This design comes from an exercise in tuning for small area, a short achievable clock period and few clock cycles per item on the open sky130 flow, not from production work. Function was checked by simulation only, so behaviour that the tests miss may differ from the original.

== run A ==
==> flow/design.v (excerpt) <==
module foveated_shading_rate_classifier_top #(
  parameter int COORD_BITS = 12
) (
  input  logic                                 clk,
  input  logic                                 rst_n,
  input  logic                                 in_tvalid,
  output logic                                 in_tready,
  input  logic [23:0]                          in_tdata,    
  output logic                                 out_tvalid,
  input  logic                                 out_tready,
  output logic [7:0]                           out_tdata,   
  input  logic                                 cfg_we,
  input  logic [fsrc_pkg::CFG_IDX_W-1:0]       cfg_index,
  input  logic [fsrc_pkg::CFG_DATA_W-1:0]      cfg_wdata
);
clock: 7.5 ns
lec_check: 0
cap_margin: 20
core_margin: 2
core_utilization: 40
cts_cluster_diameter: 100
cts_cluster_size: 20
setup_slack_margin: 4.7
slew_margin: 20
run.sh (not shown) runs the stock make flow with config.mk's settings and CLKGATE_MAP_FILE= SYNTH_SCRIPT=/design/flow/synth_recipe.tcl, a recipe that flattens the netlist after the stock synthesis.
Testbench counts of run A, summed over its fixed seeds: cycles 16,448, items 16,384.
Input changes introduced in run B (baseline for comparison: run A):
diff --git a/flow/config.mk b/flow/config.mk
--- a/flow/config.mk
+++ b/flow/config.mk
@@ -7,0 +8 @@
+export ABC_AREA = 1
@@ -14,0 +16 @@
+export TNS_END_PERCENT = 30
Compared with run A, the detailed router inserted more vias in run B.
What run C does differently from run B at the input level:
diff --git a/flow/config.mk b/flow/config.mk
--- a/flow/config.mk
+++ b/flow/config.mk
@@ -11 +11 @@
-export CORE_UTILIZATION = 40
+export CORE_UTILIZATION = 48
@@ -16 +15,0 @@
-export TNS_END_PERCENT = 30
## What came out
Looking at relative area change from synthesis to final layout, run C sits above run B.
Sequential fraction of total cell area: run C vs run B down 0.32 points
Cell area (run C over run B): increase, 790 um2
[inputs] run D vs run C
diff --git a/flow/config.mk b/flow/config.mk
--- a/flow/config.mk
+++ b/flow/config.mk
@@ -8 +7,0 @@
-export ABC_AREA = 1
@@ -11,3 +10 @@
-export CORE_UTILIZATION = 48
-export CTS_CLUSTER_DIAMETER = 100
-export CTS_CLUSTER_SIZE = 20
+export CORE_UTILIZATION = 40
Notes after the runs:
Run D ended up with u_axis_y.m[14]$_DFF_P_ as its termination of the worst setup path; run C ended up with u_axis_x.mr497$_DFF_P_.
Delta (run D minus run C): wire length reported by the detailed router shows a reduction of 16%; number of rows in the core area shows an increase of about 8%.
Compared with run C, in run D count of clock-buffer cells in the layout rose by about 80%, overall die height rose by 27 um.
For run E, these inputs were changed with respect to run D:
diff --git a/flow/config.mk b/flow/config.mk
--- a/flow/config.mk
+++ b/flow/config.mk
@@ -8 +8,2 @@
-export CAP_MARGIN = 20
+export ABC_AREA = 1
+export CAP_MARGIN = 10
@@ -10,0 +12,2 @@
+export CTS_CLUSTER_DIAMETER = 120
+export CTS_CLUSTER_SIZE = 25
@@ -12 +15 @@
-export SLEW_MARGIN = 20
+export SLEW_MARGIN = 10
[summary]
Higher total routing resource utilization after global routing among run E and run D: run E
Run E against run D; post-DP HPWL is up by more than a quarter.
| total core area | run E vs run D | worse |
Run D → run E: setup slack of the critical path after layout went up, final critical-path share of the clock period went down, via count went up, number of fill cells in the layout went up.
#### Input delta (run F over run E)
diff --git a/flow/config.mk b/flow/config.mk
--- a/flow/config.mk
+++ b/flow/config.mk
@@ -9 +9 @@
-export CAP_MARGIN = 10
+export CAP_MARGIN = 20
@@ -12,2 +12,2 @@
-export CTS_CLUSTER_DIAMETER = 120
-export CTS_CLUSTER_SIZE = 25
+export CTS_CLUSTER_DIAMETER = 100
+export CTS_CLUSTER_SIZE = 20
@@ -15 +15 @@
-export SLEW_MARGIN = 10
+export SLEW_MARGIN = 20
==> comparison <==
Changes observed in run F relative to run E: fraction of layout cells with a size suffix above 1 higher; number of nets in the layout has increased; cell count went up by 30; global-route usage now sits at about the same level; detailed-routed wire length on met3 now sits higher. Taking run E as the reference point, the fraction of cell area in non-clock buffers of run F rises by 0.21 points. Diff run E..run F | first-pass GRT wire length | negligible.

* * *

== job 1564 ==
foveated_shading_rate_classifier_top, a different RTL version from the one above (not shown whole).
Size: about 5600 cells after synthesis, roughly 660 flip-flops, roughly 74 I/O pins, about 48000 µm² of cells after synthesis.
==> flow/design.v (excerpt) <==
module foveated_shading_rate_classifier_top #(
  parameter int COORD_BITS = 12
) (
  input  logic                                 clk,
  input  logic                                 rst_n,
  input  logic                                 in_tvalid,
  output logic                                 in_tready,
  input  logic [23:0]                          in_tdata,    
  output logic                                 out_tvalid,
  input  logic                                 out_tready,
  output logic [7:0]                           out_tdata,   
  input  logic                                 cfg_we,
  input  logic [fsrc_pkg::CFG_IDX_W-1:0]       cfg_index,
  input  logic [fsrc_pkg::CFG_DATA_W-1:0]      cfg_wdata
);
==> flow/config.mk <==
export PLATFORM = sky130hd
export DESIGN_NAME = foveated_shading_rate_classifier_top
export DESIGN_NICKNAME = foveated_shading_rate_classifier_top
export VERILOG_FILES = /design/flow/design.v
export SDC_FILE = /design/flow/constraint.sdc
export NUM_CORES = 4
export LEC_CHECK = 0
export ABC_AREA = 1
export CAP_MARGIN = 20
export CORE_MARGIN = 2
export CORE_UTILIZATION = 40
export CTS_CLUSTER_DIAMETER = 100
export CTS_CLUSTER_SIZE = 20
export SETUP_SLACK_MARGIN = 4.7
export SLEW_MARGIN = 20
==> flow/constraint.sdc <==
create_clock -name core_clock -period 7.5 [get_ports {clk}]
set_input_delay 1.5000 -clock core_clock [delete_from_list [all_inputs] [get_ports {clk}]]
set_output_delay 1.5000 -clock core_clock [all_outputs]
set_load 0.01 [all_outputs]
Testbench counts of job 1564, summed over its fixed seeds: cycles 16,448, items 16,384.
For job 9516, these inputs were changed with respect to job 1564:
Settings: CAP_MARGIN changed from 20 to 10; CTS_CLUSTER_DIAMETER changed from 100 to 120; SLEW_MARGIN changed from 20 to 10; CTS_CLUSTER_SIZE changed from 20 to 25.
==> comparison <==
Number of non-filler instances in the completed layout: job 1564 vs job 9516, no meaningful difference. Violation count after the first detailed-routing iteration: job 1564 and job 9516 compared, lower one is job 1564. A capturing element of the worst setup path of u_axis_x.mr517 is what job 1564 shows, while u_axis_x.mr508 belongs to job 9516. Fmax essentially unchanged between job 9516 and job 1564. NOTE clock buffer count from CTS job 1564->job 9516 decreased by more than 10%.
Input-level comparison between job 5596 and job 9516:
Settings: SETUP_SLACK_MARGIN now 4.6, was 4.7.
[summary]
- Hold-fix buffer count after cts: job 5596 vs job 9516 identical
- Any difference in worst hold slack between job 9516 and job 5596 is small enough to ignore.
- Delta(total wirelength of the detailed-routed design, job 5596 - job 9516) < 0
Edits applied to the flow inputs when going from job 5596 to job 2116:
Settings: changing SETUP_SLACK_MARGIN from 4.6 to 4.5.
## What came out
- In job 2116, data arrival time at the worst-slack endpoint is higher than in job 5596.
- Re area after synthesis: no difference whatsoever between job 5596 and job 2116.
- Job 2116 vs. job 5596: wire length of the first global-routing pass now smaller; cell area after layout -0.56%; vias after detailed routing fell by 344.
- Critical path depth in cells, job 5596 and job 2116: lower on job 5596
- Final critical-path share of the clock period (lower): job 5596

## static timing again, ports no longer ideal
The flow's constraints put no driver on any port. The routed layouts listed below were extracted and timed again, unchanged, in two steps.
Step 1 (the two cells are an assumption about what drives the block):
set clk [get_ports {clk}]
set_driving_cell -lib_cell sky130_fd_sc_hd__clkbuf_16 $clk
set_driving_cell -lib_cell sky130_fd_sc_hd__buf_2 [delete_from_list [all_inputs] $clk]
Step 2 times the ports against the registers' clock, not the clock port: input delays grow and output delays shrink by t, the midpoint of the rising clock arrivals with the driver on.
a / b / c = no drivers / after step 1 / after step 2; a / b = the first two.
| run | t, ns | setup WS [ns] | worst setup path after step 2 | clock arrival spread, ns | worst slew at a driven data input, ns |
|---|---|---|---|---|---|
| run A | 0.720 | 4.448 / 4.448 / 3.988 | input to register | 0.056 / 0.055 | 0.18 |
| run B | 0.727 | 4.607 / 4.580 / 4.019 | input to register | 0.065 / 0.064 | 0.07 |
| run C | 0.707 | 4.665 / 4.665 / 4.043 | input to register | 0.057 / 0.056 | 0.10 |
| run D | 0.732 | 4.474 / 4.474 / 3.964 | input to register | 0.023 / 0.023 | 0.19 |
| run E | 0.711 | 4.666 / 4.665 / 4.051 | input to register | 0.052 / 0.052 | 0.07 |
| run F | 0.715 | 4.672 / 4.672 / 4.052 | input to register | 0.034 / 0.034 | 0.08 |
| job 1564 | 0.697 | 4.624 / 4.624 / 4.114 | input to register | 0.058 / 0.058 | 0.09 |
| job 9516 | 0.707 | 4.622 / 4.622 / 4.108 | input to register | 0.067 / 0.067 | 0.10 |
| job 5596 | 0.685 | 4.618 / 4.618 / 4.006 | input to register | 0.066 / 0.066 | 0.16 |
| job 2116 | 0.665 | 4.528 / 4.528 / 4.021 | input to register | 0.060 / 0.060 | 0.16 |
After both steps every run listed still meets setup and hold. The setup slack of run C, which loses most, moves by 0.000 ns with the drivers and by -0.622 ns with both steps.
